From an optimization exercise on the open Yosys and OpenROAD flow, aimed at small area and a short achievable clock period; shortcuts taken in it are not production practice. RTL that was checked went through simulation tests only; none was proved equivalent to the original. The RTL of run 7 was laid out without a check of its function. Power and IR drop assume default switching activity.

==> flow/flow/run.sh <==
#!/bin/bash
# The standard layout (standard.sh) with two layout choices changed:
# clock tree sinks clustered more coarsely without dummy loads, and
# port buffers started from buf_2 (timing repair may still resize them).
set -euo pipefail
cat >> "$FLOW_CONFIG" <<'EOT'
export CTS_ARGS = -sink_clustering_enable -repair_clock_nets -dont_use_dummy_load -sink_clustering_size 24 -sink_clustering_max_diameter 100
export BUFFER_PORTS_ARGS = -buffer_cell sky130_fd_sc_hd__buf_2
EOT
bash standard.sh > standard.log 2>&1
==> flow/standard.sh <==
#!/bin/bash
# synth_recipe.tcl (not shown) runs the flow's synth.tcl, then flattens the netlist and writes it again
# the make line also repeats each setting of config.mk as NAME=value (left out here)
make -C /OpenROAD-flow-scripts/flow DESIGN_CONFIG=/design/flow/config.mk WORK_HOME=/design/flow/orfs CLKGATE_MAP_FILE= SYNTH_SCRIPT=/design/flow/synth_recipe.tcl "${@:-finish}"
==> flow/config.mk <==
export PLATFORM = sky130hd
export DESIGN_NAME = dma_frame_writer
export DESIGN_NICKNAME = dma_frame_writer
export VERILOG_FILES = /design/flow/design.v
export SDC_FILE = /design/flow/constraint.sdc
export NUM_CORES = 4
export LEC_CHECK = 0
export CAP_MARGIN = 20
export CORE_MARGIN = 2
export CORE_UTILIZATION = 40
export SETUP_SLACK_MARGIN = 2.95
export SLEW_MARGIN = 20
export CTS_ARGS = -sink_clustering_enable -repair_clock_nets -dont_use_dummy_load -sink_clustering_size 24 -sink_clustering_max_diameter 100
export BUFFER_PORTS_ARGS = -buffer_cell sky130_fd_sc_hd__buf_2
==> flow/constraint.sdc <==
create_clock -name core_clock -period 5.5 [get_ports {M_AXI_ACLK}]
set_input_delay 1.1000 -clock core_clock [delete_from_list [all_inputs] [get_ports {M_AXI_ACLK}]]
set_output_delay 1.1000 -clock core_clock [all_outputs]
set_load 0.01 [all_outputs]
==> flow/design.v <==
package dma_pkg;
    localparam int addr_w     = 32;
    localparam int data_w     = 64;
    localparam int beat_bytes = data_w / 8;
    localparam int pixel_w = 24;
    localparam int burst_len   = 16;
    localparam int burst_bytes = burst_len * beat_bytes;
    localparam int image_w = 16;
    localparam int image_h = 4;
    localparam int frame_bytes = image_w * image_h * beat_bytes;
    localparam int buff_num = 3;
    localparam int fifo_depth = 64;
    typedef logic [data_w-1:0] beat_t;
    typedef logic [addr_w-1:0] addr_t;
    typedef logic [1:0] slot_t;
    typedef logic [$clog2(burst_len+1)-1:0] beat_cnt_t;
    typedef logic [$clog2(fifo_depth+1)-1:0] level_t;
endpackage
module dma_frame_writer #(
    parameter dma_pkg::addr_t wr_base_addr = 32'h0200_0000
) (
    input  logic                             M_AXI_ACLK,
    input  logic                             M_AXI_ARESETN,
    output dma_pkg::addr_t                   m_axi_awaddr,
    output logic [7:0]                       m_axi_awlen,
    output logic [2:0]                       m_axi_awsize,
    output logic [1:0]                       m_axi_awburst,
    output logic                             m_axi_awvalid,
    input  logic                             m_axi_awready,
    output dma_pkg::beat_t                   m_axi_wdata,
    output logic [dma_pkg::beat_bytes-1:0]   m_axi_wstrb,
    output logic                             m_axi_wlast,
    output logic                             m_axi_wvalid,
    input  logic                             m_axi_wready,
    input  logic [1:0]                       m_axi_bresp,
    input  logic                             m_axi_bvalid,
    output logic                             m_axi_bready,
    input  logic                             pre_vs,
    input  logic                             pre_de,
    input  logic [dma_pkg::pixel_w-1:0]      pre_data,
    output logic                             wr_req,
    input  logic                             wr_enable,
    output logic                             wr_burst_now,
    output logic                             wr_burst_end
);
    localparam int pw    = dma_pkg::pixel_w;
    localparam int ring  = dma_pkg::fifo_depth - 1;
    localparam int rp_w  = $clog2(ring);
    assign m_axi_awlen   = 8'(dma_pkg::burst_len - 1);
    assign m_axi_awsize  = 3'($clog2(dma_pkg::beat_bytes));
    assign m_axi_awburst = 2'b01;
    assign m_axi_wstrb   = '1;
    always_ff @(posedge M_AXI_ACLK) begin
        if (!M_AXI_ARESETN) m_axi_bready <= 1'b0;
        else                m_axi_bready <= 1'b1;
    end
    logic       vs_d;
    logic       vs_rise, vs_fall;
    logic [1:0] slot;
    logic       base_load;
    assign vs_rise = pre_vs && !vs_d;
    assign vs_fall = !pre_vs && vs_d;
    always_ff @(posedge M_AXI_ACLK) begin
        if (!M_AXI_ARESETN) begin
            vs_d      <= 1'b0;
            slot      <= 2'd0;
            base_load <= 1'b0;
        end else begin
            vs_d      <= pre_vs;
            base_load <= vs_fall;
            if (vs_fall) slot <= (slot == 2'd2) ? 2'd0 : slot + 2'd1;
        end
    end
    logic [6:0]      level;
    logic [pw-1:0]   head;
    logic [pw-1:0]   mem [ring];
    logic [rp_w-1:0] wp;
    logic [ring-1:0] rsel;
    logic            full, empty, one;
    logic            push_ok, pop_ok, to_head;
    logic            w_hs;
    assign full    = level[6];
    assign empty   = (level == 7'd0);
    assign one     = (level == 7'd1);
    assign push_ok = pre_de && !full && !vs_rise;
    assign pop_ok  = w_hs && !empty && !vs_rise;
    assign to_head = pop_ok ? one : empty;
    logic [6:0] level_n;
    always_comb begin
        level_n = level;
        if (push_ok && !pop_ok) level_n = level + 7'd1;
        else if (pop_ok && !push_ok) level_n = level - 7'd1;
    end
    assign m_axi_wdata = {{(dma_pkg::data_w - pw){1'b0}}, head};
    logic [pw-1:0]   rdata;
    always_comb begin
        rdata = '0;
        for (int i = 0; i < ring; i++) begin
            rdata   = rdata | ({pw{rsel[i]}} & mem[i]);
        end
    end
    always_ff @(posedge M_AXI_ACLK) begin
        if (pre_de && !full) mem[wp] <= pre_data;
    end
    always_ff @(posedge M_AXI_ACLK) begin
        if (!M_AXI_ARESETN || vs_rise) begin
            level  <= 7'd0;
            wr_req <= 1'b0;
            wp    <= '0;
            rsel  <= ring'(1);
            head  <= '0;
        end else begin
            level  <= level_n;
            wr_req <= (level_n >= 7'd16);
            if (push_ok && !to_head)
                wp <= (wp == rp_w'(ring - 1)) ? '0 : wp + 1'b1;
            if (pop_ok && !one)
                rsel <= {rsel[ring-2:0], rsel[ring-1]};
            if (to_head)
                head <= push_ok ? pre_data : '0;
            else if (pop_ok)
                head <= rdata;
        end
    end
    logic        start, aw_hs;
    logic [24:0] aw_hi;
    assign start = wr_req && wr_enable && !wr_burst_now;
    assign aw_hs = m_axi_awvalid && m_axi_awready;
    assign m_axi_awaddr = {aw_hi, wr_base_addr[6:0]};
    always_ff @(posedge M_AXI_ACLK) begin
        if (!M_AXI_ARESETN) begin
            wr_burst_now  <= 1'b0;
            m_axi_awvalid <= 1'b0;
            aw_hi         <= wr_base_addr[31:7];
        end else begin
            if (wr_burst_end) wr_burst_now <= 1'b0;
            else if (start)   wr_burst_now <= 1'b1;
            if (aw_hs)        m_axi_awvalid <= 1'b0;
            else if (start)   m_axi_awvalid <= 1'b1;
            if (base_load)    aw_hi <= wr_base_addr[31:7] + {21'd0, slot, 2'b00};
            else if (aw_hs)   aw_hi <= aw_hi + 25'd1;
        end
    end
    logic [3:0] beat_cnt;
    assign w_hs         = m_axi_wvalid && m_axi_wready;
    assign wr_burst_end = m_axi_wlast && m_axi_wready;
    always_ff @(posedge M_AXI_ACLK) begin
        if (!M_AXI_ARESETN) begin
            m_axi_wvalid <= 1'b0;
            m_axi_wlast  <= 1'b0;
            beat_cnt     <= 4'd0;
        end else begin
            if (wr_burst_end) m_axi_wvalid <= 1'b0;
            else if (aw_hs)   m_axi_wvalid <= 1'b1;
            if (wr_burst_end) beat_cnt <= 4'd0;
            else if (w_hs)    beat_cnt <= beat_cnt + 4'd1;
            m_axi_wlast <= m_axi_wlast ? !m_axi_wready
                                       : (w_hs && beat_cnt == 4'd14);
        end
    end
endmodule
==> impl_metrics.env, run 1 <==
export IMPL_yosys_area_share_adder_pct=0.188
export IMPL_firstDrtPassIters=8
export IMPL_cp_required_ns=6.05
export IMPL_cts_tree="yes"
export IMPL_r2r_cells=6
export IMPL_synth_simple_gate_area_share_pct=4.92
export IMPL_routedWlPerCell_um=43.7
export IMPL_drtIter0Drc=8461
export IMPL_drt_met1_wl_um=84000
export IMPL_multi_input_area_sq_um=11200
export IMPL_wl_met3_um=44200
export IMPL_grt_overflow=0
export IMPL_gp_congestion=0.900
export IMPL_final_common_cell="edfxtp_1"
export IMPL_muxShareOfSynthArea_pct=0
export IMPL_top_layer_used="met5"
export IMPL_track_usage_pct=31.8
export IMPL_drc_errors=0
export IMPL_cp_max_fo=15
export IMPL_slew_headroom_pct=24.1
export IMPL_max_freq_ghz=0.383
export IMPL_period_share_pct=47.5
export IMPL_grt_pass1_vias=35100
export IMPL_peakVddDrop_uv=246
export IMPL_r2r_start="rsel[41]"
export IMPL_mostFrequentLayoutCells="edfxtp_1 (1,512), a22oi_1 (401), buf_4 (253)"
export IMPL_synthArstFlopShare_pct=0
export IMPL_dp_hpwl_um=139000
export IMPL_hold_path_class="register to register"
export IMPL_fin_setup_tns_ns=0
export IMPL_cap_violations=0
export IMPL_tightest_slew_ns=1.14
export IMPL_seqCellArea_sq_um=48300
export IMPL_hold_depth=2
export IMPL_core_area_sq_um=148000
export IMPL_cts_sinks=1651
export IMPL_synth_seq_cells=1651
export IMPL_syn_avg_cell_area_sq_um=17.2
export IMPL_fillers=12600
export IMPL_skew_ns=0.0941
export IMPL_routed_wl_um=247000
export IMPL_die_area_sq_um=153000
export IMPL_finalHoldViolCount=0
export IMPL_syn_inst=3489
export IMPL_die_w_um=391
export IMPL_synth_distinct_cells=55
export IMPL_ant_nets=0
export IMPL_syn_cell_area_sq_um=59900
export IMPL_io_buffers=86
export IMPL_power_density_nw_per_um2=305
export IMPL_synth_edf_count=1512
export IMPL_top_level_ports=158
export IMPL_seq_area_frac_synth_pct=80.5
export IMPL_clkTransAtPathRegs_ns=0.09
export IMPL_worstPathArrival_ns=3.16
export IMPL_period_needed_ns=2.61
export IMPL_fin_nets=3761
export IMPL_utilization_pct=45.3
export IMPL_drive_gt1_share_pct=17.3
export IMPL_cts_max_path_buffers=3
export IMPL_leakage_nw=21.0
export IMPL_synth_xor_area_share_pct=0.527
export IMPL_holdWs_ns=0.505
export IMPL_syn_to_final_growth_pct=12.2
export IMPL_ctsHoldBuffers=0
export IMPL_wl_met2_um=102000
export IMPL_rrSetupSlack_ns=2.89
export IMPL_start_util_pct=40.4
export IMPL_clkLatencyLatePin_ns=0.74
export IMPL_viasPerCell=6.98
export IMPL_r2r_end="head[10]"
export IMPL_setup_violations=0
export IMPL_finalMaxSlewViolations=0
export IMPL_crit_type="register to register"
export IMPL_root_buffer="clkbuf_16"
export IMPL_worstSetupStartpoint="rsel[41]"
export IMPL_die_y_um=391
export IMPL_min_to="wr_burst_now"
export IMPL_min_from="wr_burst_now"
export IMPL_cp_start_kind="register"
export IMPL_fp_row_count=141
export IMPL_numCtsBuffers=80
export IMPL_rsz0062_at_grt="true"
export IMPL_status="timing/DRC/antenna clean"
export IMPL_htree_levels=3
export IMPL_synth_compound_area_share_pct=11.5
export IMPL_synthFlopType="edfxtp_1"
export IMPL_crit_path_end_kind="register"
export IMPL_routed_via_count=39400
export IMPL_synth_warnings=1
export IMPL_power_total_mw=20.5
export IMPL_antenna_found_initial=18
export IMPL_synth_top_family_by_area="compound AO/OA/AOI/OAI gates"
export IMPL_grt_max_degree=65
export IMPL_grt_pass1_wl_um=323000
==> stage by stage <==
stage / worst slack, ns / cell area, sq um / std cells
after floorplan: 2.85 / 60700 / 3555
after global placement: 1.80 / 63400 / 5425
after detailed placement: 1.74 / 63500 / 5431
after CTS: 2.95 / 67000 / 5635
after global routing: 2.94 / 67200 / 5648
final: 2.89 / 67200 / 5650
==> power by group <==
part	leakage, nW	switching, mW	internal (mW)
sequential	14.8	0.0187	13.7
clock	0.986	3.78	2.61
combinational	5.23	0.334	0.0651
total	21.0	4.13	16.4
==> registers in the layout, summed over array words and instances, names as in the netlist, 2 cells and up <==
name / cells
head: 24
mem: 1512
aw_hi: 25
beat_cnt: 4
wp: 6
level: 7
slot: 2
rsel: 63
==> synthesized netlist by cell type (16+ instances only) <==
| cell type | count | share of area, % |
|---|---|---|
| a21oi_1 | 87 | 0.73 |
| a221oi_1 | 160 | 2.3 |
| a222oi_1 | 24 | 0.40 |
| a22o_1 | 160 | 2.3 |
| a22oi_1 | 401 | 5.0 |
| buf_1 | 26 | 0.16 |
| buf_4 | 72 | 0.90 |
| clkbuf_1 | 193 | 1.2 |
| dfxtp_1 | 139 | 4.6 |
| edfxtp_1 | 1512 | 76 |
| nand2_1 | 191 | 1.2 |
| nand3_1 | 62 | 0.52 |
| nand4_1 | 119 | 1.2 |
| nor2_1 | 123 | 0.77 |
| nor4_1 | 41 | 0.43 |
| o211ai_1 | 16 | 0.20 |
| xor2_1 | 26 | 0.38 |
==> worst max path at each step <==
stage	endpoint	cells after the start
6_report	head[10]	6
5_1_grt	head[3]	6
4_1_cts	m_axi_wdata[7]	1
3_5_place_dp	mem[11][23]	6
3_3_place_gp	mem[11][23]	6
2_1_floorplan	mem[51][0]	4
==> cell type report <==
type,count,area share (%)
Antenna cell,4,0.0149
Clock buffer,80,2.98
Inverter,8,0.0447
Multi-Input combinational cell,1596,16.7
Sequential cell,1651,71.9
Tap cell,1930,3.59
Timing Repair Buffer,381,4.77
==> cells by family after synthesis <==
kind of cell / count (synthesis)
adder cells (fa/ha/maj): 9
XOR/XNOR: 36
AO/OA/AOI/OAI: 884
flip-flops: 1651
other: 2
buffers and inverters: 311
AND/OR/NAND/NOR: 596
==> routing by layer <==
layer  GRT usage, %  vias up
li1               -    14500
met1           42.4    20000
met2           45.3     4065
met3           12.6      867
met4           15.1       38
met5           1.85        -
==> what timing repair did <==
action                     4_1_cts  5_1_grt
gates cloned                     3        0
resized for setup               41       20
pin swaps                       55        6
setup buffers                  121       11
setup endpoints to repair      976       92
==> worst max-delay path, cell delays in order, from the launching register on <==
cell	delay [ns]
dfxtp_2	0.63
buf_4	0.40
a22o_1	0.26
a221oi_2	0.32
nand4_1	0.29
nor4_2	0.43
a211oi_1	0.09
==> inputs of run 2 (changes only) <==
--- a/flow/flow/run.sh
+++ b/flow/flow/run.sh
@@ -6,3 +6,3 @@
 cat >> "$FLOW_CONFIG" <<'EOT'
-export CTS_ARGS = -sink_clustering_enable -repair_clock_nets -dont_use_dummy_load -sink_clustering_size 24 -sink_clustering_max_diameter 100
+export CTS_ARGS = -sink_clustering_enable -repair_clock_nets -dont_use_dummy_load -sink_clustering_size 20 -sink_clustering_max_diameter 80
 export BUFFER_PORTS_ARGS = -buffer_cell sky130_fd_sc_hd__buf_2
--- a/flow/config.mk
+++ b/flow/config.mk
@@ -12,3 +12,3 @@
 export SLEW_MARGIN = 20
-export CTS_ARGS = -sink_clustering_enable -repair_clock_nets -dont_use_dummy_load -sink_clustering_size 24 -sink_clustering_max_diameter 100
+export CTS_ARGS = -sink_clustering_enable -repair_clock_nets -dont_use_dummy_load -sink_clustering_size 20 -sink_clustering_max_diameter 80
 export BUFFER_PORTS_ARGS = -buffer_cell sky130_fd_sc_hd__buf_2
==> run 2 against run 1 <==
Effect of this change:
- count of clock-buffer cells in the layout grew 15
- clock skew rose by 0.0051 ns
- final cell count up 0.41%
- still clean on timing, DRC and antenna
- wire length increased by 0.50%
- first-iteration DRC count up 0.86%
- combinational power barely moved
- global-route usage rose by 0.11 points
- synthesized cell count is the same
- sequential power hardly changed
- utilization increased by 0.28 points
- die area unchanged
- total power increased by 3.0%
- critical path type unchanged
==> impl_metrics.env, run 2 <==
export IMPL_grt_pass1_vias=35200
export IMPL_routedWlPerCell_um=43.7
export IMPL_synthFlopType="edfxtp_1"
export IMPL_cap_violations=0
export IMPL_cts_tree="yes"
export IMPL_hold_path_class="register to register"
export IMPL_mostFrequentLayoutCells="edfxtp_1 (1,512), a22oi_1 (401), buf_4 (253)"
export IMPL_peakVddDrop_uv=222
export IMPL_die_y_um=391
export IMPL_htree_levels=3
export IMPL_track_usage_pct=31.9
export IMPL_cp_start_kind="register"
export IMPL_fp_row_count=141
export IMPL_syn_inst=3489
export IMPL_r2r_start="rsel[62]"
export IMPL_largest_register="mem"
export IMPL_ctsHoldBuffers=0
export IMPL_hold_depth=2
export IMPL_syn_to_final_growth_pct=12.9
export IMPL_drt_met1_wl_um=84600
export IMPL_cts_sinks=1651
export IMPL_period_share_pct=47.1
export IMPL_fin_setup_tns_ns=0
export IMPL_drtIter0Drc=8534
export IMPL_die_area_sq_um=153000
export IMPL_yosysTopAreaCellShare_pct=75.8
export IMPL_synth_area_leader_cell="edfxtp_1"
export IMPL_setup_violations=0
export IMPL_synthArstFlopShare_pct=0
export IMPL_synth_warnings=1
export IMPL_yosys_top_cells_count="edfxtp_1 (1,512), a22oi_1 (401), clkbuf_1 (193)"
export IMPL_cts_max_path_buffers=3
export IMPL_routed_via_count=39600
export IMPL_grt_pass1_wl_um=324000
export IMPL_numCtsBuffers=95
export IMPL_top_layer_used="met5"
export IMPL_r2r_end="head[16]"
export IMPL_die_w_um=391
export IMPL_power_density_nw_per_um2=312
export IMPL_min_from="wr_burst_now"
export IMPL_top_regs="mem x1512, rsel x63, aw_hi x25"
export IMPL_tightest_slew_ns=1.14
export IMPL_routed_wl_um=248000
export IMPL_dp_hpwl_um=139000
export IMPL_power_total_mw=21.1
export IMPL_drc_errors=0
export IMPL_syn_avg_cell_area_sq_um=17.2
export IMPL_seq_area_frac_synth_pct=80.5
export IMPL_crit_type="register to register"
export IMPL_slew_headroom_pct=23.8
export IMPL_viasPerCell=6.98
export IMPL_clkTransAtPathRegs_ns=0.09
export IMPL_yosysMostFrequentCell="edfxtp_1"
export IMPL_synth_edf_count=1512
export IMPL_grt_overflow=0
export IMPL_firstDrtPassIters=8
export IMPL_top_level_ports=158
export IMPL_antenna_found_initial=18
export IMPL_skew_ns=0.0993
export IMPL_syn_cell_area_sq_um=59900
export IMPL_root_buffer="clkbuf_16"
export IMPL_min_to="wr_burst_now"
export IMPL_worstPathArrival_ns=3.22
export IMPL_core_area_sq_um=148000
export IMPL_synth_distinct_cells=55
export IMPL_finalMaxSlewViolations=0
export IMPL_max_freq_ghz=0.386
export IMPL_fin_nets=3779
export IMPL_finalHoldViolCount=0
export IMPL_grt_max_degree=65
export IMPL_period_needed_ns=2.59
export IMPL_drive_gt1_share_pct=17.7
export IMPL_cp_max_fo=16
export IMPL_crit_path_end_kind="register"
export IMPL_rrSetupSlack_ns=2.91
export IMPL_wl_met3_um=44800
export IMPL_holdWs_ns=0.503
export IMPL_gp_congestion=0.900
export IMPL_wl_met2_um=103000
export IMPL_final_common_cell="edfxtp_1"
export IMPL_status="timing/DRC/antenna clean"
export IMPL_ant_nets=0
export IMPL_rsz0062_at_grt="false"
export IMPL_io_buffers=86
export IMPL_r2r_cells=7
export IMPL_synth_seq_cells=1651
export IMPL_clkLatencyLatePin_ns=0.77
export IMPL_leakage_nw=21.2
export IMPL_cp_required_ns=6.13
export IMPL_yosys_top_cells_area="edfxtp_1 (76%), a22oi_1 (5.0%), dfxtp_1 (4.6%)"
export IMPL_start_util_pct=40.4
export IMPL_largest_register_ffs=1512
run 2: cell types whose count changed in the layout (fill, tap and decap cells not counted):
cell	before	now
a221oi_2	3	4
a221oi_4	1	0
and2_2	4	5
and2_4	3	2
buf_12	35	37
buf_6	14	16
buf_8	3	2
clkbuf_16	80	95
diode_2	4	9
nor4_1	30	32
nor4_2	11	9
run 2: stage by stage:
stage                     cell area [sq um]  utilization, %  std cells  setup WS, ns
after floorplan                       60700               -       3555          2.85
after global placement                63400            42.8       5425          1.80
after detailed placement              63500            42.9       5431          1.74
after CTS                             67300            45.4       5649          2.94
after global routing                  67600            45.6       5665          2.95
final                                 67600            45.6       5673          2.91
run 2: logic make-up after synthesis:
family / count (synthesis) / synth area share [%]
buf+inv: 311 / 2.43
xor+xnor: 36 / 0.527
simple gates: 596 / 4.92
compound gates: 884 / 11.5
other cells: 2 / 0.0125
flops: 1651 / 80.5
fa+ha+maj: 9 / 0.188
run 2: cell type report:
class	instances	area, sq um
Antenna cell	9	22.5
Clock buffer	95	2380
Fill cell	12600	80600
Inverter	8	30.0
Multi-Input combinational cell	1596	11200
Sequential cell	1651	48300
Tap cell	1930	2410
Timing Repair Buffer	384	3250
run 2: how the worst max path moves through the flow:
stage | start | end | slack [ns] | cells past startpoint
6_report | rsel[62] | head[16] | 2.91 | 7
3_5_place_dp | pre_de | mem[11][23] | 1.74 | 6
3_3_place_gp | pre_de | mem[11][23] | 1.80 | 6
2_1_floorplan | pre_de | mem[51][0] | 2.85 | 4
5_1_grt | rsel[41] | head[4] | 2.95 | 6
4_1_cts | wp[0] | mem[61][22] | 2.94 | 5
run 2: timing repair:
action,4_1_cts,5_1_grt
gates resized for setup,38,19
pin swaps,54,9
cloned,3,0
setup buffers,120,15
setup endpoints to repair,999,114
run 2: metal layers:
layer / up-vias / global-route usage [%]
li1: 14500 / -
met3: 869 / 13.0
met4: 18 / 15.4
met5: - / 0.447
met1: 20000 / 42.5
met2: 4177 / 45.3
run 2: power by group:
group          leakage (nW)  internal [mW]  switching, mW
registers              14.8           13.7         0.0190
clock network          1.17           3.06           3.93
logic                  5.25         0.0670          0.336
run 2: worst max-delay path: stages (launching register included):
cell	delay, ns
dfxtp_2	0.57
buf_6	0.33
a22o_1	0.27
a221oi_2	0.32
nand3_1	0.10
or4_1	0.50
nor4_2	0.27
a211oi_1	0.08
==> inputs of run 3 (changes only) <==
--- a/flow/design.v
+++ b/flow/design.v
@@ -73,22 +73,18 @@
     end
-    logic [6:0]      level;
     logic [pw-1:0]   head;
     logic [pw-1:0]   mem [ring];
-    logic [rp_w-1:0] wp;
-    logic [ring-1:0] rsel;
+    logic [ring:0]   occ;
+    logic            hv;
     logic            full, empty, one;
     logic            push_ok, pop_ok, to_head;
+    logic            ring_push, ring_pop;
     logic            w_hs;
-    assign full    = level[6];
-    assign empty   = (level == 7'd0);
-    assign one     = (level == 7'd1);
-    assign push_ok = pre_de && !full && !vs_rise;
-    assign pop_ok  = w_hs && !empty && !vs_rise;
-    assign to_head = pop_ok ? one : empty;
-    logic [6:0] level_n;
-    always_comb begin
-        level_n = level;
-        if (push_ok && !pop_ok) level_n = level + 7'd1;
-        else if (pop_ok && !push_ok) level_n = level - 7'd1;
-    end
+    assign full      = occ[ring];
+    assign empty     = !hv;
+    assign one       = hv && occ[0];
+    assign push_ok   = pre_de && !full && !vs_rise;
+    assign pop_ok    = w_hs && !empty && !vs_rise;
+    assign to_head   = pop_ok ? one : empty;
+    assign ring_push = push_ok && !to_head;
+    assign ring_pop  = pop_ok && !one;
     assign m_axi_wdata = {{(dma_pkg::data_w - pw){1'b0}}, head};
@@ -98,3 +94,3 @@
         for (int i = 0; i < ring; i++) begin
-            rdata   = rdata | ({pw{rsel[i]}} & mem[i]);
+            rdata = rdata | ({pw{occ[i+1]}} & mem[i]);
         end
@@ -102,3 +98,6 @@
     always_ff @(posedge M_AXI_ACLK) begin
-        if (pre_de && !full) mem[wp] <= pre_data;
+        if (pre_de && !full) begin
+            mem[0] <= pre_data;
+            for (int i = 1; i < ring; i++) mem[i] <= mem[i-1];
+        end
     end
@@ -106,18 +105,20 @@
         if (!M_AXI_ARESETN || vs_rise) begin
-            level  <= 7'd0;
+            occ    <= (ring+1)'(1);
+            hv     <= 1'b0;
             wr_req <= 1'b0;
-            wp    <= '0;
-            rsel  <= ring'(1);
-            head  <= '0;
+            head   <= '0;
         end else begin
-            level  <= level_n;
-            wr_req <= (level_n >= 7'd16);
-            if (push_ok && !to_head)
-                wp <= (wp == rp_w'(ring - 1)) ? '0 : wp + 1'b1;
-            if (pop_ok && !one)
-                rsel <= {rsel[ring-2:0], rsel[ring-1]};
-            if (to_head)
+            if (ring_push && !ring_pop) begin
+                occ    <= {occ[ring-1:0], 1'b0};
+                wr_req <= wr_req || occ[14];
+            end else if (ring_pop && !ring_push) begin
+                occ    <= {1'b0, occ[ring:1]};
+                wr_req <= wr_req && !occ[15];
+            end
+            if (to_head) begin
                 head <= push_ok ? pre_data : '0;
-            else if (pop_ok)
+                hv   <= push_ok;
+            end else if (pop_ok) begin
                 head <= rdata;
+            end
         end
--- a/flow/config.mk
+++ b/flow/config.mk
@@ -10,2 +10,3 @@
 export CORE_UTILIZATION = 40
+export PLACE_DENSITY = 0.7
 export SETUP_SLACK_MARGIN = 2.95
==> run 3 against run 2 <==
Effect of this change:
- critical path type unchanged
- non-clock buffer count decreased by 189
- critical path depth decreased by 1
- via count decreased by 10%
- final cell count decreased by 7.0%
- still clean on timing, DRC and antenna
==> impl_metrics.env, run 3 <==
export IMPL_routedWlPerCell_um=35.8
export IMPL_fillers=12400
export IMPL_stdcell_count=5277
export IMPL_multi_input_area_sq_um=10600
export IMPL_grt_overflow=0
export IMPL_critical_path_buf_inv_count=1
export IMPL_largest_register_ffs=1512
export IMPL_grt_pass1_wl_um=257000
export IMPL_syn_to_final_growth_pct=9.08
export IMPL_cts_tree="yes"
export IMPL_period_needed_ns=2.67
export IMPL_routed_via_count=35500
export IMPL_crit_end="head[0]"
export IMPL_comb_power_share_pct=1.9
export IMPL_synthFlopType="edfxtp_1"
export IMPL_firstDrtPassIters=6
export IMPL_clkTransAtPathRegs_ns=0.09
export IMPL_ant_nets=0
export IMPL_r2r_cells=6
export IMPL_utilization_pct=44.0
export IMPL_r2r_start="occ[59]"
export IMPL_synthArstFlopShare_pct=0
export IMPL_grt_max_degree=161
export IMPL_cts_max_path_buffers=3
export IMPL_die_w_um=390
export IMPL_antenna_found_initial=5
export IMPL_cp_cell_sequence="buf_4, a22o_1, a221oi_1, nand4_1, nor4_4, o22ai_1"
export IMPL_skew_ns=0.122
export IMPL_slew_headroom_pct=14.5
export IMPL_final_common_cell="edfxtp_1"
export IMPL_syn_cell_area_sq_um=59700
export IMPL_die_y_um=390
export IMPL_largest_register="mem"
export IMPL_r2r_end="head[0]"
export IMPL_status="timing/DRC/antenna clean"
export IMPL_leakage_nw=21.2
export IMPL_synth_warnings=2
export IMPL_fin_setup_tns_ns=0
export IMPL_dp_hpwl_um=108000
export IMPL_fin_area_sq_um=65100
export IMPL_peakVddDrop_uv=237
export IMPL_yosysMostFrequentCell="edfxtp_1"
export IMPL_power_density_nw_per_um2=339
export IMPL_max_freq_ghz=0.375
export IMPL_htree_levels=3
export IMPL_top_level_ports=158
export IMPL_synth_distinct_cells=48
export IMPL_cp_max_fo=17
export IMPL_syn_avg_cell_area_sq_um=18.2
export IMPL_power_frac_clock_pct=31.2
export IMPL_clkLatencyLatePin_ns=0.75
export IMPL_cts_sinks=1640
export IMPL_cp_top_family="compound AO/OA/AOI/OAI gates"
export IMPL_yosysTopAreaCellShare_pct=76.1
export IMPL_seq_area_frac_synth_pct=80.4
export IMPL_grt_pass1_vias=33200
export IMPL_cp_required_ns=6.03
export IMPL_wl_met2_um=82600
export IMPL_p_sw_mw=4.57
export IMPL_root_buffer="clkbuf_16"
export IMPL_post_place_cells=5155
export IMPL_seqCellArea_sq_um=48100
export IMPL_crit_type="register to register"
export IMPL_syn_inst=3287
export IMPL_fin_nets=3383
export IMPL_crit_path_end_kind="register"
export IMPL_drc_errors=0
export IMPL_period_share_pct=48.5
export IMPL_drt_met1_wl_um=65300
export IMPL_power_internal_mw=17.5
export IMPL_cpMaxStageDelayCell="dfxtp_2"
export IMPL_worstSetupStartpoint="occ[59]"
export IMPL_hold_path_class="register to register"
export IMPL_yosys_top_cells_area="edfxtp_1 (76%), a221oi_1 (5.3%), a22o_1 (5.3%)"
export IMPL_worstPathArrival_ns=3.19
export IMPL_top_regs="mem x1512, occ x64, aw_hi x25"
export IMPL_die_area_sq_um=152000
export IMPL_ctsHoldBuffers=0
export IMPL_synth_edf_count=1512
export IMPL_p_seq_share_pct=66.9
export IMPL_switching_share_pct=20.7
export IMPL_finalHoldViolCount=0
export IMPL_wl_met3_um=31200
export IMPL_cpPeakStageDelay_ns=0.63
export IMPL_yosys_top_cells_count="edfxtp_1 (1,512), a221oi_1 (360), a22o_1 (360)"
export IMPL_finalMaxSlewViolations=0
export IMPL_fp_row_count=141
export IMPL_placed_cell_area_sq_um=62100
export IMPL_drtIter0Drc=7132
export IMPL_start_util_pct=40.4
export IMPL_cp_start_kind="register"
export IMPL_setup_violations=0
export IMPL_rrSetupSlack_ns=2.83
export IMPL_synth_seq_cells=1640
export IMPL_crit_cells=6
export IMPL_numCtsBuffers=95
export IMPL_io_buffers=86
export IMPL_mostFrequentLayoutCells="edfxtp_1 (1,512), a22o_1 (360), a221oi_1 (360)"
export IMPL_top_layer_used="met4"
export IMPL_cap_violations=0
export IMPL_track_usage_pct=24.0
export IMPL_synth_area_leader_cell="edfxtp_1"
export IMPL_tightest_slew_ns=1.28
export IMPL_gp_congestion=0.885
export IMPL_core_area_sq_um=148000
export IMPL_routed_wl_um=189000
export IMPL_viasPerCell=6.73
export IMPL_drive_gt1_share_pct=11.6
export IMPL_rsz0062_at_grt="true"
## run 3: kinds of logic after synthesis
logic type / count (synthesis) / synth area share, %
compound gates: 900 / 12.5
xor+xnor: 25 / 0.367
fa+ha+maj: 4 / 0.0839
buf+inv: 305 / 2.57
flops: 1640 / 80.4
mux: 62 / 1.04
other cells: 2 / 0.0126
simple gates: 349 / 3.06
## run 3: layout make-up
| type | instances | area share [%] |
|---|---|---|
| diodes | 4 | 0.0154 |
| clock buffers | 95 | 3.65 |
| inverters | 5 | 0.0288 |
| multi-input cells | 1408 | 16.3 |
| flip-flops and latches | 1640 | 73.9 |
| well taps | 1930 | 3.71 |
| repair buffers | 195 | 2.43 |
## run 3: power by group through the flow
| stage | sequential [mW] | clock, mW | combinational [mW] |
|---|---|---|---|
| 6_report | 14.8 | 6.89 | 0.412 |
| 3_3_place_gp | 15.0 | 0 | 0.364 |
| 3_5_place_dp | 15.0 | 0 | 0.372 |
| 2_1_floorplan | 15.2 | 0 | 0.277 |
| 5_1_grt | 14.8 | 7.31 | 0.438 |
| 4_1_cts | 14.8 | 6.94 | 0.396 |
## run 3: metal layers
layer  GRT usage, %  up-vias
met5              0        -
li1               -    13700
met1           32.7    17900
met3           7.19      616
met4           10.3        0
met2           35.6     3294
## run 3: timing repair
action	in CTS	in global routing
buffers inserted	5	14
setup endpoints to repair	1338	1042
cloned	3	1
gates resized for setup	32	25
pin swaps	2	1
## run 3: how the worst min path moves through the flow
stage | from | end | slack (ns) | cells past startpoint
after floorplan | mem[9][4] | mem[10][4] | 0.43 | 0
after global routing | mem[20][2] | mem[21][2] | 0.41 | 0
after global placement | mem[56][18] | mem[57][18] | 0.43 | 0
final | mem[30][2] | mem[31][2] | 0.40 | 0
after detailed placement | mem[6][1] | mem[7][1] | 0.43 | 0
after CTS | mem[30][2] | mem[31][2] | 0.40 | 0
## run 3: metrics by stage
step                      setup WS (ns)  hold slack (ns)  power, mW
final                              2.83            0.405       22.1
after global routing               2.86            0.407       22.6
after CTS                          2.80            0.395       22.1
after detailed placement           1.79            0.433       15.4
after global placement             1.83            0.428       15.4
after floorplan                  -20.88            0.426       15.5
==> inputs of run 4 (changes only) <==
--- a/flow/config.mk
+++ b/flow/config.mk
@@ -10,5 +10,5 @@
 export CORE_UTILIZATION = 40
-export PLACE_DENSITY = 0.7
 export SETUP_SLACK_MARGIN = 2.95
 export SLEW_MARGIN = 20
+export TNS_END_PERCENT = 10
 export CTS_ARGS = -sink_clustering_enable -repair_clock_nets -dont_use_dummy_load -sink_clustering_size 20 -sink_clustering_max_diameter 80
==> run 4 against run 3 <==
Effect of this change:
- wire length grew 3.3%
- synthesized cell count is the same
- largest power group unchanged
- critical path type unchanged
- die area is the same
- worst hold slack gained 0.011 ns
- still clean
- utilization shrank 0.066 points
==> impl_metrics.env, run 4 <==
export IMPL_status="timing/DRC/antenna clean"
export IMPL_yosys_top_cells_count="edfxtp_1 (1,512), a221oi_1 (360), a22o_1 (360)"
export IMPL_synth_area_leader_cell="edfxtp_1"
export IMPL_min_from="mem[4][1]"
export IMPL_power_density_nw_per_um2=340
export IMPL_top_level_ports=158
export IMPL_clkTransAtPathRegs_ns=0.09
export IMPL_setup_violations=0
export IMPL_cp_required_ns=5.99
export IMPL_ant_nets=0
export IMPL_drive_gt1_share_pct=11.2
export IMPL_routedWlPerCell_um=37.0
export IMPL_tightest_slew_ns=1.17
export IMPL_routed_wl_um=195000
export IMPL_worstSetupStartpoint="occ[12]"
export IMPL_cts_max_path_buffers=3
export IMPL_skew_ns=0.106
export IMPL_stdcell_count=5267
export IMPL_yosys_top_cells_area="edfxtp_1 (76%), a221oi_1 (5.3%), a22o_1 (5.3%)"
export IMPL_grt_pass1_vias=32700
export IMPL_crit_path_end_kind="register"
export IMPL_io_buffers=86
export IMPL_leakage_nw=21.2
export IMPL_syn_inst=3287
export IMPL_clkLatencyLatePin_ns=0.75
export IMPL_dp_hpwl_um=109000
export IMPL_syn_to_final_growth_pct=8.92
export IMPL_track_usage_pct=24.9
export IMPL_grt_pass1_wl_um=263000
export IMPL_largest_register="mem"
export IMPL_synth_seq_cells=1640
export IMPL_synthArstFlopShare_pct=0
export IMPL_synthFlopType="edfxtp_1"
export IMPL_fin_nets=3375
export IMPL_power_total_mw=22.1
export IMPL_mostFrequentLayoutCells="edfxtp_1 (1,512), a22o_1 (360), a221oi_1 (360)"
export IMPL_cap_violations=0
export IMPL_crit_type="register to register"
export IMPL_period_share_pct=49.4
export IMPL_peakVddDrop_uv=213
export IMPL_core_area_sq_um=148000
export IMPL_die_w_um=390
export IMPL_post_place_cells=5155
export IMPL_die_area_sq_um=152000
export IMPL_finalHoldViolCount=0
export IMPL_seq_area_frac_synth_pct=80.4
export IMPL_slew_headroom_pct=21.9
export IMPL_finalMaxSlewViolations=0
export IMPL_fin_setup_tns_ns=0
export IMPL_top_regs="mem x1512, occ x64, aw_hi x25"
export IMPL_max_freq_ghz=0.368
export IMPL_routed_via_count=35300
export IMPL_grt_max_degree=193
export IMPL_cts_sinks=1640
export IMPL_cts_tree="yes"
export IMPL_synth_edf_count=1512
export IMPL_root_buffer="clkbuf_16"
export IMPL_syn_cell_area_sq_um=59700
export IMPL_grt_overflow=0
export IMPL_fin_area_sq_um=65000
export IMPL_numCtsBuffers=95
export IMPL_antenna_found_initial=10
export IMPL_hold_path_class="register to register"
export IMPL_ctsHoldBuffers=0
export IMPL_htree_levels=3
export IMPL_worstPathArrival_ns=3.20
export IMPL_final_common_cell="edfxtp_1"
export IMPL_r2r_start="occ[12]"
export IMPL_cp_max_fo=19
export IMPL_die_y_um=390
export IMPL_rsz0062_at_grt="true"
export IMPL_viasPerCell=6.70
export IMPL_drtIter0Drc=6441
export IMPL_synth_warnings=2
export IMPL_yosysTopAreaCellShare_pct=76.1
export IMPL_cp_start_kind="register"
export IMPL_syn_avg_cell_area_sq_um=18.2
export IMPL_firstDrtPassIters=6
export IMPL_placed_cell_area_sq_um=62100
export IMPL_start_util_pct=40.4
export IMPL_fp_row_count=141
export IMPL_gp_congestion=0.850
export IMPL_drc_errors=0
export IMPL_period_needed_ns=2.72
export IMPL_synth_distinct_cells=48
export IMPL_largest_register_ffs=1512
export IMPL_yosysMostFrequentCell="edfxtp_1"
## run 4: cell count changes in the layout (fill, tap and decap cells not counted), sizes merged
cell / previous run / this run
diode: 4 / 2
clkbuf: 96 / 97
bufbuf: 3 / 1
buf: 191 / 184
## run 4: cell type report
type	instances	area [sq um]
inverter	5	18.8
timing repair buffer	187	1530
antenna	2	5.00
multi-input combinational	1408	10600
fill	12700	82900
clock buffer	95	2380
tap	1930	2410
sequential	1640	48100
## run 4: worst paths after layout
path / end / slack [ns] / depth (start not counted)
hold / removal: mem[5][1] / 0.42 / 0
hold reg to reg: mem[5][1] / 0.42 / 0
setup / recovery: head[1] / 2.78 / 6
setup reg to reg: head[1] / 2.78 / 6
## run 4: layer usage
metal  part of all wire (%)  track usage [%]  routed length (um)  up-vias
met5                  0.011                0                  21        -
met3                     13             5.76               26100      423
met2                     44             37.4               86800     2717
li1                       -                -                   -    13700
met1                     38             35.1               73600    18500
met4                    4.4             9.67                8540        4
## run 4: logic make-up (layout without fill, tap and decap cells)
group | count (synthesis) | in the layout | share of synthesized area (%)
XOR/XNOR | 25 | 25 | 0.367
other | 2 | 70 | 0.0126
AO/OA/AOI/OAI | 900 | 900 | 12.5
buffers and inverters | 305 | 287 | 2.57
multiplexers | 62 | 62 | 1.04
adder cells (fa/ha/maj) | 4 | 4 | 0.0839
flip-flops | 1640 | 1640 | 80.4
AND/OR/NAND/NOR | 349 | 349 | 3.06
## run 4: critical path: stages (launching register included)
cell	delay, ns
dfxtp_2	0.48
buf_4	0.42
a22o_1	0.31
a221oi_1	0.33
nand4_1	0.15
nor4_1	0.56
o22ai_1	0.18
## run 4: through the flow
| stage | hold slack, ns | utilization (%) | setup WS [ns] |
|---|---|---|---|
| floorplan | 0.426 | - | -20.88 |
| global route | 0.422 | 44.0 | 2.83 |
| finish | 0.416 | 44.0 | 2.78 |
| CTS | 0.421 | 43.8 | 2.78 |
| detailed placement | 0.434 | 42.0 | 1.59 |
| global placement | 0.427 | 42.0 | 1.63 |
## run 4: what timing repair did
item	CTS	global route
setup buffers	2	9
endpoints found under the setup margin	617	918
cloned	2	2
gates resized for setup	21	38
pin swaps	2	3
## run 4: report_power, final
part	switching, mW	total, mW	internal, mW
clock	3.88	6.94	3.06
combinational	0.335	0.406	0.0714
sequential	0.408	14.8	14.4
total	4.62	22.1	17.5
==> inputs of run 5 (changes only) <==
--- a/flow/config.mk
+++ b/flow/config.mk
@@ -12,3 +12,2 @@
 export SLEW_MARGIN = 20
-export TNS_END_PERCENT = 10
 export CTS_ARGS = -sink_clustering_enable -repair_clock_nets -dont_use_dummy_load -sink_clustering_size 20 -sink_clustering_max_diameter 80
==> run 5 against run 4 <==
Effect of this change:
- still clean
- design area rose by 0.15%
- non-clock buffer count fell by 4
- final cell count about the same
- worst setup slack improved by 0.16 ns
- critical endpoint is now head[5]
- highest routed layer unchanged
==> impl_metrics.env, run 5 <==
export IMPL_status="timing/DRC/antenna clean"
export IMPL_routed_via_count=35200
export IMPL_syn_avg_cell_area_sq_um=18.2
export IMPL_max_freq_ghz=0.391
export IMPL_crit_path_end_kind="register"
export IMPL_fillers=12700
export IMPL_largest_register_ffs=1512
export IMPL_muxShareOfSynthArea_pct=1.04
export IMPL_largest_register="mem"
export IMPL_syn_to_final_growth_pct=9.08
export IMPL_cts_sinks=1640
export IMPL_seq_area_frac_synth_pct=80.4
export IMPL_synth_warnings=2
export IMPL_mostFrequentLayoutCells="edfxtp_1 (1,512), a22o_1 (360), a221oi_1 (360)"
export IMPL_synth_top_family_by_area="compound AO/OA/AOI/OAI gates"
export IMPL_fin_nets=3371
export IMPL_root_buffer="clkbuf_16"
export IMPL_dp_hpwl_um=109000
export IMPL_yosys_top_cells_count="edfxtp_1 (1,512), a221oi_1 (360), a22o_1 (360)"
export IMPL_crit_type="register to register"
export IMPL_cp_max_fo=18
export IMPL_synth_xor_area_share_pct=0.367
export IMPL_switching_share_pct=20.9
export IMPL_core_area_sq_um=148000
export IMPL_p_sw_mw=4.63
export IMPL_syn_inst=3287
export IMPL_yosysMostFrequentCell="edfxtp_1"
export IMPL_grt_max_degree=193
export IMPL_finalHoldViolCount=0
export IMPL_top_regs="mem x1512, occ x64, aw_hi x25"
export IMPL_top_level_ports=158
export IMPL_seqCellArea_sq_um=48100
export IMPL_synth_seq_cells=1640
export IMPL_cap_violations=0
export IMPL_track_usage_pct=24.9
export IMPL_power_internal_mw=17.5
export IMPL_die_w_um=390
export IMPL_routed_wl_um=195000
export IMPL_synthFlopType="edfxtp_1"
export IMPL_multi_input_area_sq_um=10600
export IMPL_slew_headroom_pct=28.5
export IMPL_yosysTopAreaCellShare_pct=76.1
export IMPL_viasPerCell=6.68
export IMPL_yosys_area_share_adder_pct=0.0839
export IMPL_gp_congestion=0.850
export IMPL_period_needed_ns=2.56
export IMPL_power_frac_clock_pct=31.4
export IMPL_cts_tree="yes"
export IMPL_stdcell_count=5264
export IMPL_holdWs_ns=0.414
export IMPL_fp_row_count=141
export IMPL_grt_pass1_wl_um=264000
export IMPL_peakVddDrop_uv=214
export IMPL_ctsHoldBuffers=0
export IMPL_firstDrtPassIters=6
export IMPL_period_share_pct=46.5
export IMPL_synth_edf_count=1512
export IMPL_antenna_found_initial=9
export IMPL_final_common_cell="edfxtp_1"
export IMPL_numCtsBuffers=95
export IMPL_synth_area_leader_cell="edfxtp_1"
export IMPL_cp_required_ns=6.07
export IMPL_synth_simple_gate_area_share_pct=3.06
export IMPL_clkTransAtPathRegs_ns=0.08
export IMPL_die_area_sq_um=152000
export IMPL_leakage_nw=21.2
export IMPL_synth_distinct_cells=48
export IMPL_tightest_slew_ns=1.07
export IMPL_grt_overflow=0
export IMPL_routedWlPerCell_um=37.0
export IMPL_yosys_top_cells_area="edfxtp_1 (76%), a221oi_1 (5.3%), a22o_1 (5.3%)"
export IMPL_start_util_pct=40.4
export IMPL_clkLatencyLatePin_ns=0.75
export IMPL_worstPathArrival_ns=3.13
export IMPL_synth_compound_area_share_pct=12.5
export IMPL_setup_violations=0
export IMPL_comb_power_share_pct=1.8
export IMPL_cts_max_path_buffers=3
export IMPL_htree_levels=3
export IMPL_power_density_nw_per_um2=340
export IMPL_drc_errors=0
export IMPL_drtIter0Drc=6373
export IMPL_post_place_cells=5155
export IMPL_p_seq_share_pct=66.7
export IMPL_io_buffers=86
export IMPL_syn_cell_area_sq_um=59700
export IMPL_grt_pass1_vias=32700
export IMPL_ant_nets=0
export IMPL_drive_gt1_share_pct=11.3
export IMPL_cp_start_kind="register"
export IMPL_finalMaxSlewViolations=0
export IMPL_rsz0062_at_grt="true"
export IMPL_skew_ns=0.107
export IMPL_hold_path_class="register to register"
export IMPL_fin_setup_tns_ns=0
export IMPL_die_y_um=390
export IMPL_synthArstFlopShare_pct=0
==> run 5: per-stage QoR <==
stage,utilization (%),setup WS (ns),area [sq um],power (mW)
finish,44.0,2.94,65100,22.1
global route,44.0,2.95,65100,22.7
CTS,43.9,2.95,64900,22.2
detailed placement,42.0,1.59,62100,15.4
global placement,42.0,1.63,62100,15.4
floorplan,-,-20.88,60000,15.5
==> run 5: power by group through the flow <==
stage | registers, mW | clock network [mW] | logic, mW
after floorplan | 15.2 | 0 | 0.277
after global placement | 15.0 | 0 | 0.374
after detailed placement | 15.0 | 0 | 0.381
after CTS | 14.8 | 7.05 | 0.401
after global routing | 14.8 | 7.42 | 0.438
final | 14.8 | 6.95 | 0.408
==> run 5: metal layers <==
layer	wire [um]	share of wire [%]	up-vias	track usage [%]
met1	72700	37	18300	35.1
li1	-	-	13700	-
met3	26600	14	453	5.74
met4	8740	4.5	6	9.55
met5	41	0.021	-	0
met2	86600	44	2710	37.6
==> run 5: cell type report <==
type                       count  share of cell area (%)
clock buffer                  95                    3.65
sequential                  1640                    73.9
tap                         1930                    3.71
antenna                        3                  0.0115
timing repair buffer         183                    2.36
inverter                       5                  0.0288
multi-input combinational   1408                    16.3
==> run 5: logic make-up (layout without fill, tap and decap cells) <==
family / count (synthesis) / count (layout)
buf+inv: 305 / 283
compound gates: 900 / 900
fa+ha+maj: 4 / 4
mux: 62 / 62
xor+xnor: 25 / 25
simple gates: 349 / 349
flops: 1640 / 1640
other cells: 2 / 71
==> run 5: final timing paths <==
check | startpoint | end | slack (ns) | cells after the start
max | occ[21] | head[5] | 2.94 | 6
min | mem[4][1] | mem[5][1] | 0.41 | 0
max reg2reg | occ[21] | head[5] | 2.94 | 6
min reg2reg | mem[4][1] | mem[5][1] | 0.41 | 0
==> run 5: timing repair <==
action,in CTS,in global routing
pin swaps,3,3
buffers inserted,6,1
cloned,3,1
resized for setup,45,40
endpoints found under the setup margin,617,739
==> run 5: critical path, cell delays in order (launching register included) <==
cell	delay (ns)
dfxtp_2	0.52
buf_4	0.41
a22o_1	0.30
a221oi_1	0.32
nand4_1	0.21
nor4_4	0.44
o22ai_1	0.14
==> inputs of run 6 (changes only) <==
--- a/flow/flow/run.sh
+++ b/flow/flow/run.sh
@@ -6,3 +6,3 @@
 cat >> "$FLOW_CONFIG" <<'EOT'
-export CTS_ARGS = -sink_clustering_enable -repair_clock_nets -dont_use_dummy_load -sink_clustering_size 20 -sink_clustering_max_diameter 80
+export CTS_ARGS = -sink_clustering_enable -repair_clock_nets -dont_use_dummy_load -sink_clustering_size 24 -sink_clustering_max_diameter 100
 export BUFFER_PORTS_ARGS = -buffer_cell sky130_fd_sc_hd__buf_2
--- a/flow/config.mk
+++ b/flow/config.mk
@@ -12,3 +12,3 @@
 export SLEW_MARGIN = 20
-export CTS_ARGS = -sink_clustering_enable -repair_clock_nets -dont_use_dummy_load -sink_clustering_size 20 -sink_clustering_max_diameter 80
+export CTS_ARGS = -sink_clustering_enable -repair_clock_nets -dont_use_dummy_load -sink_clustering_size 24 -sink_clustering_max_diameter 100
 export BUFFER_PORTS_ARGS = -buffer_cell sky130_fd_sc_hd__buf_2
==> run 6 against run 5 <==
Effect of this change:
- non-clock buffer count rose by 2
- highest routed layer unchanged
- combinational power barely moved
- critical endpoint is now head[20]
- final cell count fell by 0.27%
- still clean
- sequential power barely moved
==> impl_metrics.env, run 6 <==
export IMPL_status="timing/DRC/antenna clean"
export IMPL_worstPathArrival_ns=3.18
export IMPL_gp_congestion=0.850
export IMPL_switching_share_pct=20.9
export IMPL_tightest_slew_ns=1.15
export IMPL_synth_area_leader_cell="edfxtp_1"
export IMPL_cts_max_path_buffers=3
export IMPL_synth_distinct_cells=48
export IMPL_grt_pass1_vias=32500
export IMPL_power_density_nw_per_um2=332
export IMPL_finalHoldViolCount=0
export IMPL_die_w_um=390
export IMPL_stdcell_count=5250
export IMPL_synth_seq_cells=1640
export IMPL_cp_required_ns=6.08
export IMPL_die_y_um=390
export IMPL_power_total_mw=21.5
export IMPL_period_needed_ns=2.60
export IMPL_yosys_top_cells_area="edfxtp_1 (76%), a221oi_1 (5.3%), a22o_1 (5.3%)"
export IMPL_cts_tree="yes"
export IMPL_clkTransAtPathRegs_ns=0.10
export IMPL_yosys_top_cells_count="edfxtp_1 (1,512), a221oi_1 (360), a22o_1 (360)"
export IMPL_fillers=12700
export IMPL_ctsHoldBuffers=0
export IMPL_synthArstFlopShare_pct=0
export IMPL_p_seq_share_pct=68.7
export IMPL_yosysTopAreaCellShare_pct=76.1
export IMPL_root_buffer="clkbuf_16"
export IMPL_yosysMostFrequentCell="edfxtp_1"
export IMPL_peakVddDrop_uv=206
export IMPL_dp_hpwl_um=109000
export IMPL_track_usage_pct=24.8
export IMPL_cp_start_kind="register"
export IMPL_antenna_found_initial=9
export IMPL_io_buffers=86
export IMPL_final_common_cell="edfxtp_1"
export IMPL_clkLatencyLatePin_ns=0.74
export IMPL_grt_max_degree=193
export IMPL_top_regs="mem x1512, occ x64, aw_hi x25"
export IMPL_finalMaxSlewViolations=0
export IMPL_grt_busiest_layer="met2"
export IMPL_largest_register="mem"
export IMPL_core_area_sq_um=148000
export IMPL_hold_path_class="register to register"
export IMPL_routed_via_count=35000
export IMPL_grt_pass1_wl_um=263000
export IMPL_rsz0062_at_grt="false"
export IMPL_min_from="mem[43][6]"
export IMPL_worstSetupStartpoint="occ[26]"
export IMPL_htree_levels=3
export IMPL_ant_nets=0
export IMPL_power_internal_mw=17.0
export IMPL_syn_to_final_growth_pct=8.45
export IMPL_period_share_pct=47.3
export IMPL_fin_nets=3357
export IMPL_r2r_start="occ[26]"
export IMPL_drive_gt1_share_pct=11.0
export IMPL_start_util_pct=40.4
export IMPL_largest_register_ffs=1512
export IMPL_firstDrtPassIters=7
export IMPL_cap_violations=0
export IMPL_die_area_sq_um=152000
export IMPL_slew_headroom_pct=23.2
export IMPL_mostFrequentLayoutCells="edfxtp_1 (1,512), a22o_1 (360), a221oi_1 (360)"
export IMPL_top_level_ports=158
export IMPL_cts_sinks=1640
export IMPL_syn_inst=3287
export IMPL_utilization_pct=43.8
export IMPL_numCtsBuffers=79
export IMPL_routed_wl_um=195000
export IMPL_synth_edf_count=1512
export IMPL_setup_violations=0
export IMPL_skew_ns=0.0870
export IMPL_grt_overflow=0
export IMPL_grt_util_met2_pct=37.4
export IMPL_drtIter0Drc=6307
export IMPL_routedWlPerCell_um=37.1
export IMPL_syn_cell_area_sq_um=59700
export IMPL_holdWs_ns=0.427
export IMPL_synthFlopType="edfxtp_1"
export IMPL_fin_setup_tns_ns=0
export IMPL_crit_path_end_kind="register"
export IMPL_max_freq_ghz=0.384
export IMPL_leakage_nw=21.0
export IMPL_viasPerCell=6.67
export IMPL_comb_power_share_pct=1.9
export IMPL_seq_area_frac_synth_pct=80.4
export IMPL_p_sw_mw=4.49
export IMPL_use_met3_pct=5.71
export IMPL_power_frac_clock_pct=29.4
export IMPL_post_place_cells=5155
export IMPL_met1_usage_pct=34.9
export IMPL_drc_errors=0
export IMPL_cp_max_fo=15
export IMPL_syn_avg_cell_area_sq_um=18.2
export IMPL_crit_type="register to register"
export IMPL_fp_row_count=141
export IMPL_synth_warnings=2
## run 6: metrics by stage
step           cell area, sq um  setup slack [ns]
5_1_grt                   64700              2.95
3_3_place_gp              62100              1.63
4_1_cts                   64500              2.95
2_1_floorplan             60000            -20.88
6_report                  64700              2.90
3_5_place_dp              62100              1.59
## run 6: repair_timing
action | CTS | global route
resized for setup | 44 | 35
setup buffers | 5 | 4
endpoints found under the setup margin | 616 | 744
pin swaps | 3 | 3
gates cloned | 3 | 1
## run 6: layout make-up
| cell class | count | area [sq um] | area share (%) |
|---|---|---|---|
| tap | 1930 | 2410 | 3.73 |
| timing repair buffer | 185 | 1550 | 2.40 |
| antenna | 3 | 7.51 | 0.0116 |
| multi-input combinational | 1408 | 10600 | 16.4 |
| clock buffer | 79 | 1980 | 3.06 |
| sequential | 1640 | 48100 | 74.3 |
| inverter | 5 | 18.8 | 0.0290 |
## run 6: power by group through the flow
| stage | Sequential, mW | Clock [mW] | Combinational (mW) |
|---|---|---|---|
| 2_1_floorplan | 15.2 | 0 | 0.277 |
| 3_3_place_gp | 15.0 | 0 | 0.374 |
| 3_5_place_dp | 15.0 | 0 | 0.381 |
| 4_1_cts | 14.8 | 6.44 | 0.401 |
| 5_1_grt | 14.8 | 6.80 | 0.440 |
| 6_report | 14.8 | 6.32 | 0.410 |
## run 6: final timing paths
| kind | end | slack, ns | cells after the start |
|---|---|---|---|
| worst min register to register | mem[44][6] | 0.43 | 0 |
| worst max-delay path | head[20] | 2.90 | 6 |
| worst max register to register | head[20] | 2.90 | 6 |
| worst min-delay path | mem[44][6] | 0.43 | 0 |
## run 6: cell families (layout without fill, tap and decap cells)
logic type / count (synthesis) / count (layout) / share of synthesized area (%)
AO/OA/AOI/OAI: 900 / 900 / 12.5
XOR/XNOR: 25 / 25 / 0.367
other: 2 / 71 / 0.0126
flip-flops: 1640 / 1640 / 80.4
AND/OR/NAND/NOR: 349 / 349 / 3.06
buffers and inverters: 305 / 269 / 2.57
adder cells (fa/ha/maj): 4 / 4 / 0.0839
multiplexers: 62 / 62 / 1.04
## run 6: per-layer routing
layer  vias up  routed length [um]
met2      2619               87400
met1     18300               73600
met3       454               25100
met5         -                  76
li1      13600                   -
met4         6                8440
## run 6: worst max-delay path: stages, from the launching register on
cell and delay [ns]:
dfxtp_2 0.54, buf_4 0.42, a22o_1 0.28, a221oi_1 0.35, nand4_1 0.23, nor4_4 0.47, o22ai_1 0.14
==> inputs of run 7 (changes only) <==
--- a/flow/design.v
+++ b/flow/design.v
@@ -91,7 +91,17 @@
     logic [pw-1:0]   rdata;
+    localparam int ngrp = ring / 3;
+    logic [pw-1:0] grp_n [ngrp];
+    for (genvar g = 0; g < ngrp; g++) begin : g_grp
+        for (genvar b = 0; b < pw; b++) begin : g_bit
+            ring_aoi u_aoi (
+                .s0 (occ[3*g+1]), .d0 (mem[3*g][b]),
+                .s1 (occ[3*g+2]), .d1 (mem[3*g+1][b]),
+                .s2 (occ[3*g+3]), .d2 (mem[3*g+2][b]),
+                .y_n(grp_n[g][b])
+            );
+        end
+    end
     always_comb begin
         rdata = '0;
-        for (int i = 0; i < ring; i++) begin
-            rdata = rdata | ({pw{occ[i+1]}} & mem[i]);
-        end
+        for (int g = 0; g < ngrp; g++) rdata = rdata | ~grp_n[g];
     end
@@ -162 +172,7 @@
 endmodule
+module ring_aoi (
+    input  logic s0, d0, s1, d1, s2, d2,
+    output logic y_n
+);
+    assign y_n = !((s0 && d0) || (s1 && d1) || (s2 && d2));
+endmodule
--- a/flow/flow/run.sh
+++ b/flow/flow/run.sh
@@ -6,3 +6,3 @@
 cat >> "$FLOW_CONFIG" <<'EOT'
-export CTS_ARGS = -sink_clustering_enable -repair_clock_nets -dont_use_dummy_load -sink_clustering_size 24 -sink_clustering_max_diameter 100
+export CTS_ARGS = -sink_clustering_enable -repair_clock_nets -dont_use_dummy_load -sink_clustering_size 20 -sink_clustering_max_diameter 80
 export BUFFER_PORTS_ARGS = -buffer_cell sky130_fd_sc_hd__buf_2
--- a/flow/config.mk
+++ b/flow/config.mk
@@ -12,3 +12,5 @@
 export SLEW_MARGIN = 20
-export CTS_ARGS = -sink_clustering_enable -repair_clock_nets -dont_use_dummy_load -sink_clustering_size 24 -sink_clustering_max_diameter 100
+export SYNTH_HIERARCHICAL = 1
+export SYNTH_MINIMUM_KEEP_SIZE = 0
+export CTS_ARGS = -sink_clustering_enable -repair_clock_nets -dont_use_dummy_load -sink_clustering_size 20 -sink_clustering_max_diameter 80
 export BUFFER_PORTS_ARGS = -buffer_cell sky130_fd_sc_hd__buf_2
==> run 7 against run 6 <==
Effect of this change:
- still clean
- worst hold slack got worse by 0.013 ns
- synthesized area fell by 3.2%
- non-clock buffer count fell by 12
- critical path type unchanged
- largest power group unchanged
- highest routed layer is now met4
==> impl_metrics.env, run 7 <==
export IMPL_yosys_top_cells_count="edfxtp_1 (1,512), a222oi_1 (504), nor2_1 (175)"
export IMPL_synth_distinct_cells=40
export IMPL_finalHoldViolCount=0
export IMPL_r2r_cells=5
export IMPL_firstDrtPassIters=9
export IMPL_gp_congestion=0.774
export IMPL_cp_max_fo=9
export IMPL_cts_tree="yes"
export IMPL_ant_nets=0
export IMPL_hold_depth=0
export IMPL_cp_start_kind="register"
export IMPL_cap_violations=0
export IMPL_die_area_sq_um=147000
export IMPL_grt_overflow=0
export IMPL_yosys_top_cells_area="edfxtp_1 (79%), a222oi_1 (8.7%), dfxtp_1 (4.4%)"
export IMPL_die_y_um=384
export IMPL_top_level_ports=158
export IMPL_yosysTopAreaCellShare_pct=78.6
export IMPL_critical_path_buf_inv_count=0
export IMPL_cts_max_path_buffers=3
export IMPL_peakVddDrop_uv=272
export IMPL_drtIter0Drc=6260
export IMPL_grt_max_degree=159
export IMPL_fillers=12200
export IMPL_dp_hpwl_um=79000
export IMPL_cp_cell_sequence="a222oi_1, nand4_1, nor4_4, nand3_2, o2111a_1"
export IMPL_rrSetupSlack_ns=2.83
export IMPL_seqCellArea_sq_um=48000
export IMPL_holdWs_ns=0.413
export IMPL_seq_area_frac_synth_pct=83.0
export IMPL_antenna_found_initial=1
export IMPL_cp_top_family="compound AO/OA/AOI/OAI gates"
export IMPL_drc_errors=0
export IMPL_grt_pass1_vias=29400
export IMPL_grt_pass1_wl_um=194000
export IMPL_cts_sinks=1640
export IMPL_cpMaxStageDelayCell="a222oi_1"
export IMPL_r2r_end="head[11]"
export IMPL_finalMaxSlewViolations=0
export IMPL_antenna_cells=0
export IMPL_setup_violations=0
export IMPL_fin_nets=3208
export IMPL_numCtsBuffers=92
export IMPL_largest_register="mem"
export IMPL_skew_ns=0.0576
export IMPL_synth_warnings=10
export IMPL_drive_gt1_share_pct=10.7
export IMPL_ctsHoldBuffers=0
export IMPL_routedWlPerCell_um=25.7
export IMPL_rsz0062_at_grt="true"
export IMPL_io_buffers=86
export IMPL_mostFrequentLayoutCells="edfxtp_1 (1,512), a222oi_1 (504), nor2_1 (175)"
export IMPL_p_seq_share_pct=67.4
export IMPL_placed_cell_area_sq_um=60700
export IMPL_worstPathArrival_ns=3.25
export IMPL_fin_area_sq_um=63900
export IMPL_yosysMostFrequentCell="edfxtp_1"
export IMPL_crit_type="register to register"
export IMPL_die_w_um=384
export IMPL_p_sw_mw=4.38
export IMPL_start_util_pct=40.3
export IMPL_status="timing/DRC/antenna clean"
export IMPL_slew_headroom_pct=22.7
export IMPL_power_internal_mw=17.4
export IMPL_cp_required_ns=6.08
export IMPL_routed_via_count=31100
export IMPL_r2r_start="occ[1]"
export IMPL_power_density_nw_per_um2=341
export IMPL_fp_row_count=139
export IMPL_leakage_nw=20.7
export IMPL_crit_path_end_kind="register"
export IMPL_htree_levels=3
export IMPL_power_frac_clock_pct=30.7
export IMPL_period_needed_ns=2.67
export IMPL_core_area_sq_um=143000
export IMPL_root_buffer="clkbuf_16"
export IMPL_largest_register_ffs=1512
export IMPL_min_from="mem[8][6]"
export IMPL_period_share_pct=48.6
export IMPL_clkTransAtPathRegs_ns=0.08
export IMPL_multi_input_area_sq_um=9650
export IMPL_final_common_cell="edfxtp_1"
export IMPL_syn_cell_area_sq_um=57800
export IMPL_syn_to_final_growth_pct=10.5
export IMPL_synthFlopType="edfxtp_1"
export IMPL_top_regs="mem x1512, occ x64, aw_hi x25"
export IMPL_max_freq_ghz=0.374
export IMPL_synth_edf_count=1512
export IMPL_fin_setup_tns_ns=0
export IMPL_tightest_slew_ns=1.16
export IMPL_syn_avg_cell_area_sq_um=19.6
export IMPL_synth_seq_cells=1640
export IMPL_viasPerCell=6.12
export IMPL_synth_area_leader_cell="edfxtp_1"
export IMPL_syn_inst=2954
export IMPL_routed_wl_um=130000
export IMPL_switching_share_pct=20.1
export IMPL_clkLatencyLatePin_ns=0.70
export IMPL_min_to="mem[9][6]"
export IMPL_hold_path_class="register to register"
export IMPL_cpPeakStageDelay_ns=1.02
export IMPL_comb_power_share_pct=1.9
export IMPL_track_usage_pct=17.1
export IMPL_synthArstFlopShare_pct=0
run 7: per-layer routing:
metal | GRT usage (%) | up-vias | share of wire (%)
li1 | - | 13400 | -
met1 | 26.3 | 16200 | 45
met2 | 25.9 | 1417 | 45
met3 | 2.00 | 117 | 7.9
met4 | 3.94 | 0 | 1.6
met5 | 0 | - | 0
run 7: repair_timing:
item / in CTS / in global routing
resized for setup: 70 / 25
buffers inserted: 13 / 5
endpoints found under the setup margin: 1075 / 496
gates cloned: 3 / 2
pin swaps: 35 / 21
run 7: power by group through the flow:
stage / registers, mW / clock network [mW] / logic (mW)
after floorplan: 15.2 / 0 / 0.296
after global placement: 14.9 / 0 / 0.384
after detailed placement: 15.0 / 0 / 0.398
after CTS: 14.7 / 6.92 / 0.421
after global routing: 14.8 / 7.30 / 0.463
final: 14.7 / 6.69 / 0.425
run 7: worst reg2reg max path: cells and delay by family, from the launching register on:
kind             cells  cell delay [ns]
AO/OA/AOI/OAI        2             1.18
flip-flops           1             0.42
AND/OR/NAND/NOR      3             0.96
run 7: worst max path at each step:
| stage | from | to | slack, ns | cells after the start |
|---|---|---|---|---|
| 2_1_floorplan | pre_de | occ[28] | -20.36 | 13 |
| 3_3_place_gp | m_axi_wready | occ[50] | 1.52 | 11 |
| 3_5_place_dp | m_axi_wready | occ[48] | 1.50 | 11 |
| 4_1_cts | pre_de | mem[22][19] | 2.72 | 5 |
| 5_1_grt | occ[3] | head[4] | 2.86 | 6 |
| 6_report | occ[1] | head[11] | 2.83 | 5 |
run 7: cell type report:
cell class | instances | area share (%)
multi-input cells | 1251 | 15.1
inverters | 12 | 0.0705
clock buffers | 92 | 3.61
flip-flops and latches | 1640 | 75.2
well taps | 1903 | 3.73
repair buffers | 173 | 2.27
run 7: through the flow:
stage / worst slack, ns / total power, mW / util (%) / std cells
2_1_floorplan: -20.36 / 15.5 / - / 3020
3_3_place_gp: 1.52 / 15.3 / 42.3 / 4955
5_1_grt: 2.86 / 22.5 / 44.5 / 5071
6_report: 2.83 / 21.8 / 44.5 / 5071
4_1_cts: 2.72 / 22.0 / 44.4 / 5063
3_5_place_dp: 1.50 / 15.4 / 42.3 / 4955
run 7: cell families after synthesis:
group | Yosys count | share of synthesized area, %
fa+ha+maj | 4 | 0.0866
flops | 1640 | 83.0
compound gates | 659 | 10.5
simple gates | 445 | 3.78
buf+inv | 129 | 1.29
mux | 62 | 1.07
xor+xnor | 13 | 0.197
other cells | 2 | 0.0130
run 7: modules after synthesis, one instance, submodules excluded:
module	copies in the design	cell area [sq um]	cells
dma_frame_writer	1	52700	2450
ring_aoi	504	10.0	1

## separate check: timing with driven ports
How much do the figures lean on ideal ports? The routed layouts below were timed once more, with nothing changed but the port constraints.
Step 1, drivers: a clkbuf_16 drives M_AXI_ACLK and a buf_2 each remaining input, both assumed.
Step 2 also shifts input and output timing later by t, the mid clock arrival at the registers, as if the neighbouring blocks saw the same clock.
Three values: ideal ports, drivers, drivers and shift; two values: the first two.
run | t, ns | setup slack, ns | worst setup path at the end
run 1 | 0.785 | 2.890 / 2.890 / 2.170 | input to register
run 2 | 0.805 | 2.907 / 2.882 / 2.166 | input to register
run 3 | 0.760 | 2.833 / 2.833 / 2.227 | input to register
run 4 | 0.774 | 2.783 / 2.783 / 2.243 | input to register
run 5 | 0.782 | 2.944 / 2.934 / 2.264 | input to register
run 6 | 0.760 | 2.898 / 2.898 / 2.269 | input to register
run 7 | 0.746 | 2.826 / 2.826 / 2.316 | input to register
After both steps every run listed still meets setup and hold. The setup slack of run 2, which loses most, moves by -0.025 ns with the drivers and by -0.741 ns with both steps.
